Background: an optimization exercise with open tools, aiming at small area. Do not read the settings as production practice.
Function was checked by simulation only, so behaviour that the tests miss may differ from the original.

==> exp/ember <==
==> flow/design.v <==
module regfile_wr_demux #(
    parameter int DATA_W = 32,
    parameter int ADDR_W = 5,
    parameter int BYPASS = 1
) (
    input  logic                 clk,
    input  logic                 rst_n,
    input  logic                 we,
    input  logic [ADDR_W-1:0]    waddr,
    input  logic [DATA_W-1:0]    wdata,
    input  logic [ADDR_W-1:0]    raddr1,
    input  logic [ADDR_W-1:0]    raddr2,
    output logic [DATA_W-1:0]    rdata1,
    output logic [DATA_W-1:0]    rdata2,
    output logic [2**ADDR_W-1:0] wr_onehot
);
    localparam int NREG = 2**ADDR_W;
    logic [DATA_W-1:0] regs_q [1:NREG-1];
    logic [NREG-1:1]   valid_q;
    logic [NREG-1:0]   wr_onehot_q;
    logic [NREG-1:0]   wr_onehot_d;
    logic [3:0] wr_hi;
    logic [7:0] wr_lo;
    always_comb begin
        for (int j = 0; j < 4; j++) wr_hi[j] = we && (waddr[4:3] == 2'(j));
        for (int k = 0; k < 8; k++) wr_lo[k] = (waddr[2:0] == 3'(k));
    end
    assign wr_onehot_d[0] = 1'b0;
    for (genvar i = 1; i < NREG; i++) begin : g_wr
        regfile_and2 u_wr (.a(wr_hi[i/8]), .b(wr_lo[i%8]), .y(wr_onehot_d[i]));
    end
    always_ff @(posedge clk or negedge rst_n) begin
        if (!rst_n) begin
            valid_q     <= '0;
            wr_onehot_q <= '0;
        end else begin
            wr_onehot_q <= wr_onehot_d;
            valid_q     <= valid_q | wr_onehot_d[NREG-1:1];
        end
    end
    always_ff @(posedge clk) begin
        for (int i = 1; i < NREG; i++) begin
            if (wr_onehot_d[i]) begin
                regs_q[i] <= wdata;
            end
        end
    end
    logic hit1, hit2;
    logic [NREG-1:0] sel1, sel2;
    assign hit1 = (BYPASS != 0) && we && (waddr == raddr1) && (raddr1 != '0);
    assign hit2 = (BYPASS != 0) && we && (waddr == raddr2) && (raddr2 != '0);
    logic [3:0] r1_hi, r2_hi;
    logic [7:0] r1_lo, r2_lo;
    always_comb begin
        for (int j = 0; j < 4; j++) begin
            r1_hi[j] = (raddr1[4:3] == 2'(j)) && !hit1;
            r2_hi[j] = (raddr2[4:3] == 2'(j)) && !hit2;
        end
        for (int k = 0; k < 8; k++) begin
            r1_lo[k] = (raddr1[2:0] == 3'(k));
            r2_lo[k] = (raddr2[2:0] == 3'(k));
        end
    end
    assign sel1[0] = hit1;
    assign sel2[0] = hit2;
    for (genvar i = 1; i < NREG; i++) begin : g_sel
        regfile_and3 u_sel1 (.a(r1_hi[i/8]), .b(r1_lo[i%8]), .c(valid_q[i]), .y(sel1[i]));
        regfile_and3 u_sel2 (.a(r2_hi[i/8]), .b(r2_lo[i%8]), .c(valid_q[i]), .y(sel2[i]));
    end
    for (genvar b = 0; b < DATA_W; b++) begin : g_rd
        logic [NREG-1:0] col;
        assign col[0] = wdata[b];
        for (genvar i = 1; i < NREG; i++) begin : g_col
            assign col[i] = regs_q[i][b];
        end
        regfile_rd_bit #(.N(NREG)) u_rd1 (.sel(sel1), .d(col), .q(rdata1[b]));
        regfile_rd_bit #(.N(NREG)) u_rd2 (.sel(sel2), .d(col), .q(rdata2[b]));
    end
    assign wr_onehot = wr_onehot_q;
endmodule
module regfile_rd_bit #(
    parameter int N = 32
) (
    input  logic [N-1:0] sel,
    input  logic [N-1:0] d,
    output logic         q
);
    localparam int G = N / 3;
    logic [G:0] y;
    for (genvar g = 0; g < G; g++) begin : g_aoi
        regfile_aoi3 u_aoi (.s(sel[3*g +: 3]), .d(d[3*g +: 3]), .y(y[g]));
    end
    regfile_aoi2 u_aoi_last (.s(sel[N-1:3*G]), .d(d[N-1:3*G]), .y(y[G]));
    regfile_nand11 u_nand (.y(y), .q(q));
endmodule
module regfile_aoi3 (
    input  logic [2:0] s,
    input  logic [2:0] d,
    output logic       y
);
    assign y = ~|(s & d);
endmodule
module regfile_and2 (
    input  logic a,
    input  logic b,
    output logic y
);
    assign y = a & b;
endmodule
module regfile_and3 (
    input  logic a,
    input  logic b,
    input  logic c,
    output logic y
);
    assign y = a & b & c;
endmodule
module regfile_aoi2 (
    input  logic [1:0] s,
    input  logic [1:0] d,
    output logic       y
);
    assign y = ~|(s & d);
endmodule
module regfile_nand11 (
    input  logic [10:0] y,
    output logic        q
);
    assign q = ~&y;
endmodule
==> flow/flow/run.sh <==
#!/bin/bash
# The standard layout (standard.sh), with three changes:
#  - before global placement, flow/downsize.tcl gives each combinational cell
#    the smallest drive strength of its function; placement's repair and the
#    timing repair size up what the layout needs;
#  - the port buffers that global placement adds are sky130_fd_sc_hd__buf_1;
#  - clock tree synthesis clusters at most 16 sinks within 80 um under
#    clkbuf_8 buffers, without dummy loads.
# Each step's full log is in orfs/logs/; make's own output goes to flow_make.log.
set -euo pipefail
HERE=$(pwd)
CTS="-sink_clustering_enable -repair_clock_nets -sink_clustering_size 16"
CTS="$CTS -sink_clustering_max_diameter 80 -buf_list sky130_fd_sc_hd__clkbuf_8 -dont_use_dummy_load"
bash standard.sh "BUFFER_PORTS_ARGS=-buffer_cell sky130_fd_sc_hd__buf_1" "CTS_ARGS=$CTS" \
  "PRE_GLOBAL_PLACE_TCL=$HERE/flow/downsize.tcl" finish > flow_make.log 2>&1
==> flow/flow/downsize.tcl <==
# Before global placement: give every combinational cell the smallest-area
# variant of its own function (same base name, other drive strength). Placement's
# repair and timing repair then size up only what the layout needs.
set db [ord::get_db]
set block [ord::get_db_block]
set dont_use $::env(DONT_USE_CELLS)
set swapped 0
set saved 0
foreach inst [$block getInsts] {
  set m [$inst getMaster]
  set name [$m getName]
  if {![regexp {^(sky130_fd_sc_hd__([a-z0-9]+))_([0-9]+)$} $name -> base func size]} { continue }
  if {[regexp {^(df|edf|sdf|dl|conb|tap|fill|decap|clk|buf|inv)} $func]} { continue }
  set best $m
  set best_area [expr {[$m getWidth] * [$m getHeight]}]
  foreach s {0 1 2 4} {
    set cand [$db findMaster ${base}_$s]
    if {$cand eq "NULL" || $cand eq ""} { continue }
    if {[lsearch -exact $dont_use [$cand getName]] >= 0} { continue }
    set a [expr {[$cand getWidth] * [$cand getHeight]}]
    if {$a < $best_area} { set best $cand; set best_area $a }
  }
  if {$best ne $m} {
    set old_area [expr {[$m getWidth] * [$m getHeight]}]
    if {[$inst swapMaster $best]} {
      incr swapped
      set saved [expr {$saved + $old_area - $best_area}]
    }
  }
}
puts "downsize: swapped $swapped cells, [expr {$saved / 1e6}] um^2 less"
==> flow/standard.sh <==
#!/bin/bash
# synth_recipe.tcl (not shown) runs the flow's synth.tcl, then flattens the netlist and writes it again
# the make line also repeats each setting of config.mk as NAME=value (left out here)
make -C /OpenROAD-flow-scripts/flow DESIGN_CONFIG=/design/flow/config.mk WORK_HOME=/design/flow/orfs CLKGATE_MAP_FILE= SYNTH_SCRIPT=/design/flow/synth_recipe.tcl "${@:-finish}"
==> flow/config.mk <==
export PLATFORM = sky130hd
export DESIGN_NAME = regfile_wr_demux
export DESIGN_NICKNAME = regfile_wr_demux
export VERILOG_FILES = /design/flow/design.v
export SDC_FILE = /design/flow/constraint.sdc
export NUM_CORES = 4
export LEC_CHECK = 0
export CAP_MARGIN = 20
export CORE_MARGIN = 2
export CORE_UTILIZATION = 40
export PLACE_DENSITY = 0.8
export SLEW_MARGIN = 20
export SYNTH_HIERARCHICAL = 1
==> flow/constraint.sdc <==
create_clock -name core_clock -period 8.0 [get_ports {clk}]
set_input_delay 1.6000 -clock core_clock [delete_from_list [all_inputs] [get_ports {clk}]]
set_output_delay 1.6000 -clock core_clock [all_outputs]
set_load 0.01 [all_outputs]
==> inputs of exp/onyx, as changes to exp/ember <==
--- a/flow/design.v
+++ b/flow/design.v
@@ -21,11 +21,9 @@
     logic [NREG-1:0]   wr_onehot_d;
-    logic [3:0] wr_hi;
-    logic [7:0] wr_lo;
     always_comb begin
-        for (int j = 0; j < 4; j++) wr_hi[j] = we && (waddr[4:3] == 2'(j));
-        for (int k = 0; k < 8; k++) wr_lo[k] = (waddr[2:0] == 3'(k));
-    end
-    assign wr_onehot_d[0] = 1'b0;
-    for (genvar i = 1; i < NREG; i++) begin : g_wr
-        regfile_and2 u_wr (.a(wr_hi[i/8]), .b(wr_lo[i%8]), .y(wr_onehot_d[i]));
+        wr_onehot_d = '0;
+        for (int i = 1; i < NREG; i++) begin
+            if (we && (waddr == ADDR_W'(i))) begin
+                wr_onehot_d[i] = 1'b1;
+            end
+        end
     end
@@ -51,19 +49,9 @@
     assign hit2 = (BYPASS != 0) && we && (waddr == raddr2) && (raddr2 != '0);
-    logic [3:0] r1_hi, r2_hi;
-    logic [7:0] r1_lo, r2_lo;
     always_comb begin
-        for (int j = 0; j < 4; j++) begin
-            r1_hi[j] = (raddr1[4:3] == 2'(j)) && !hit1;
-            r2_hi[j] = (raddr2[4:3] == 2'(j)) && !hit2;
+        sel1[0] = hit1;
+        sel2[0] = hit2;
+        for (int i = 1; i < NREG; i++) begin
+            sel1[i] = (raddr1 == ADDR_W'(i)) && valid_q[i] && !hit1;
+            sel2[i] = (raddr2 == ADDR_W'(i)) && valid_q[i] && !hit2;
         end
-        for (int k = 0; k < 8; k++) begin
-            r1_lo[k] = (raddr1[2:0] == 3'(k));
-            r2_lo[k] = (raddr2[2:0] == 3'(k));
-        end
-    end
-    assign sel1[0] = hit1;
-    assign sel2[0] = hit2;
-    for (genvar i = 1; i < NREG; i++) begin : g_sel
-        regfile_and3 u_sel1 (.a(r1_hi[i/8]), .b(r1_lo[i%8]), .c(valid_q[i]), .y(sel1[i]));
-        regfile_and3 u_sel2 (.a(r2_hi[i/8]), .b(r2_lo[i%8]), .c(valid_q[i]), .y(sel2[i]));
     end
@@ -88,3 +76,3 @@
     localparam int G = N / 3;
-    logic [G:0] y;
+    logic [G-1:0] y;
     for (genvar g = 0; g < G; g++) begin : g_aoi
@@ -92,4 +80,3 @@
     end
-    regfile_aoi2 u_aoi_last (.s(sel[N-1:3*G]), .d(d[N-1:3*G]), .y(y[G]));
-    regfile_nand11 u_nand (.y(y), .q(q));
+    assign q = ~&y | (|(sel[N-1:3*G] & d[N-1:3*G]));
 endmodule
@@ -102,29 +89 @@
 endmodule
-module regfile_and2 (
-    input  logic a,
-    input  logic b,
-    output logic y
-);
-    assign y = a & b;
-endmodule
-module regfile_and3 (
-    input  logic a,
-    input  logic b,
-    input  logic c,
-    output logic y
-);
-    assign y = a & b & c;
-endmodule
-module regfile_aoi2 (
-    input  logic [1:0] s,
-    input  logic [1:0] d,
-    output logic       y
-);
-    assign y = ~|(s & d);
-endmodule
-module regfile_nand11 (
-    input  logic [10:0] y,
-    output logic        q
-);
-    assign q = ~&y;
-endmodule
==> flow/run.sh (new file) <==
#!/bin/bash
# synth_recipe.tcl (not shown) runs the flow's synth.tcl, then flattens the netlist and writes it again
# the make line also repeats each setting of config.mk as NAME=value (left out here)
make -C /OpenROAD-flow-scripts/flow DESIGN_CONFIG=/design/flow/config.mk WORK_HOME=/design/flow/orfs CLKGATE_MAP_FILE= SYNTH_SCRIPT=/design/flow/synth_recipe.tcl finish
--- a/flow/config.mk
+++ b/flow/config.mk
@@ -10,3 +10,2 @@
 export CORE_UTILIZATION = 40
-export PLACE_DENSITY = 0.8
 export SLEW_MARGIN = 20
removed: flow/flow/run.sh
removed: flow/flow/downsize.tcl
removed: flow/standard.sh
==> inputs of exp/harbor, as changes to exp/ember <==
--- a/flow/config.mk
+++ b/flow/config.mk
@@ -10,3 +10,2 @@
 export CORE_UTILIZATION = 40
-export PLACE_DENSITY = 0.8
 export SLEW_MARGIN = 20
==> inputs of exp/garnet, as changes to exp/ember <==
--- a/flow/design.v
+++ b/flow/design.v
@@ -88,3 +88,3 @@
     localparam int G = N / 3;
-    logic [G:0] y;
+    logic [G-1:0] y;
     for (genvar g = 0; g < G; g++) begin : g_aoi
@@ -92,4 +92,3 @@
     end
-    regfile_aoi2 u_aoi_last (.s(sel[N-1:3*G]), .d(d[N-1:3*G]), .y(y[G]));
-    regfile_nand11 u_nand (.y(y), .q(q));
+    assign q = ~&y | (|(sel[N-1:3*G] & d[N-1:3*G]));
 endmodule
@@ -117,14 +116 @@
 endmodule
-module regfile_aoi2 (
-    input  logic [1:0] s,
-    input  logic [1:0] d,
-    output logic       y
-);
-    assign y = ~|(s & d);
-endmodule
-module regfile_nand11 (
-    input  logic [10:0] y,
-    output logic        q
-);
-    assign q = ~&y;
-endmodule
==> flow/flow/run.sh (replaced) <==
#!/bin/bash
# The standard layout (standard.sh), with two changes:
#  - the port buffers that global placement adds are the smallest buffer,
#    sky130_fd_sc_hd__buf_1, instead of the cell buffer_ports picks by default;
#  - clock tree synthesis clusters sinks under clkbuf_8 buffers without dummy loads.
# Each step's full log is in orfs/logs/; make's own output goes to flow_make.log.
set -euo pipefail
CTS="-sink_clustering_enable -repair_clock_nets -sink_clustering_size 18"
CTS="$CTS -sink_clustering_max_diameter 80 -buf_list sky130_fd_sc_hd__clkbuf_8 -dont_use_dummy_load"
bash standard.sh "BUFFER_PORTS_ARGS=-buffer_cell sky130_fd_sc_hd__buf_1" "CTS_ARGS=$CTS" finish \
  > flow_make.log 2>&1
--- a/flow/config.mk
+++ b/flow/config.mk
@@ -10,3 +10,5 @@
 export CORE_UTILIZATION = 40
-export PLACE_DENSITY = 0.8
+export CTS_BUF_LIST = sky130_fd_sc_hd__clkbuf_8
+export CTS_CLUSTER_DIAMETER = 80
+export CTS_CLUSTER_SIZE = 18
 export SLEW_MARGIN = 20
removed: flow/flow/downsize.tcl
==> flow_summary_export.csv <==
group,metric,value,unit
outcome,status,"no timing/DRC/antenna violations",
floorplan,die_w,326,um
global_route,grtUsageMet3,11.3,%
routing,routed_wl,166,mm
hold_path,hold_end,"valid_q[25]",
critical_path,ff2ff_setup_slack,7190,ps
floorplan,die_h,326,um
place,place_area,0.0443,mm2
power_and_ir_drop,swShare,23.4,%
yosys,avgSynthCellArea,18.6,um2
cells_and_area,area_delta_synth_final,9.54,%
critical_path,worstSetupEndpoint,"rdata2[5]",
critical_path,cp_num_buf_inv,2,
-- figures above: exp/harbor

==> flow_summary_export.csv <==
group,metric,value,unit
outcome,status,"no timing/DRC/antenna violations",
critical_path,cp_num_buf_inv,3,
power_and_ir_drop,swShare,23.0,%
place,place_area,0.0439,mm2
critical_path,worstSetupEndpoint,"rdata2[17]",
hold_path,hold_end,"valid_q[31]",
critical_path,ff2ff_setup_slack,7160,ps
floorplan,die_h,326,um
cells_and_area,area_delta_synth_final,8.60,%
routing,routed_wl,150,mm
global_route,grtUsageMet3,12.7,%
-- figures above: exp/ember

==> flow_summary_export.csv <==
group,metric,value,unit
power_and_ir_drop,swShare,22.0,%
critical_path,worstSetupEndpoint,"rdata2[26]",
yosys,avgSynthCellArea,18.2,um2
place,place_area,0.0463,mm2
yosys,ys_seq_elements,1054,
hold_path,hold_end,"valid_q[7]",
critical_path,ff2ff_setup_slack,7160,ps
floorplan,die_w,327,um
cells_and_area,area_delta_synth_final,19.7,%
outcome,status,"no timing/DRC/antenna violations",
global_route,grtUsageMet3,7.92,%
critical_path,cp_num_buf_inv,4,
routing,routed_wl,154,mm
-- figures above: exp/onyx

==> flow_summary_export.csv <==
group,metric,value,unit
floorplan,die_h,326,um
cells_and_area,area_delta_synth_final,9.97,%
yosys,avgSynthCellArea,18.6,um2
critical_path,ff2ff_setup_slack,7190,ps
outcome,status,"no timing/DRC/antenna violations",
critical_path,cp_num_buf_inv,2,
global_route,grtUsageMet3,8.87,%
power_and_ir_drop,swShare,23.6,%
-- figures above: exp/garnet

[port drivers added, routing unchanged]
The results above use ideal ports. As a check the final layouts listed here were re-extracted and re-timed, cells and wires unchanged. Step 1 assumes that a clkbuf_16 drives the clock port and a buf_2 every other input. Step 2 adds t to the input delays and takes it off the output delays; t is the mean of the earliest and latest rising clock arrival at the registers after step 1. Input paths then give back, and output paths get back, about the clock's delay inside the block. Slacks: no drivers / after step 1 / after step 2; pairs: no drivers / after step 1.
| run | t, ns | slack for setup (ns) | slew at the worst register clock pin (ns) |
|---|---|---|---|
| exp/ember | 0.774 | 1.097 / 0.923 / 0.923 | 0.11 / 0.11 |
| exp/onyx | 0.745 | 0.458 / 0.432 / 0.432 | 0.07 / 0.07 |
| exp/harbor | 0.790 | 0.907 / 0.869 / 0.869 | 0.11 / 0.11 |
| exp/garnet | 0.772 | 1.092 / 1.066 / 1.066 | 0.12 / 0.12 |
After both steps every run listed still meets setup and hold. The setup slack of exp/ember, which loses most, moves by -0.174 ns with the drivers and by -0.174 ns with both steps.
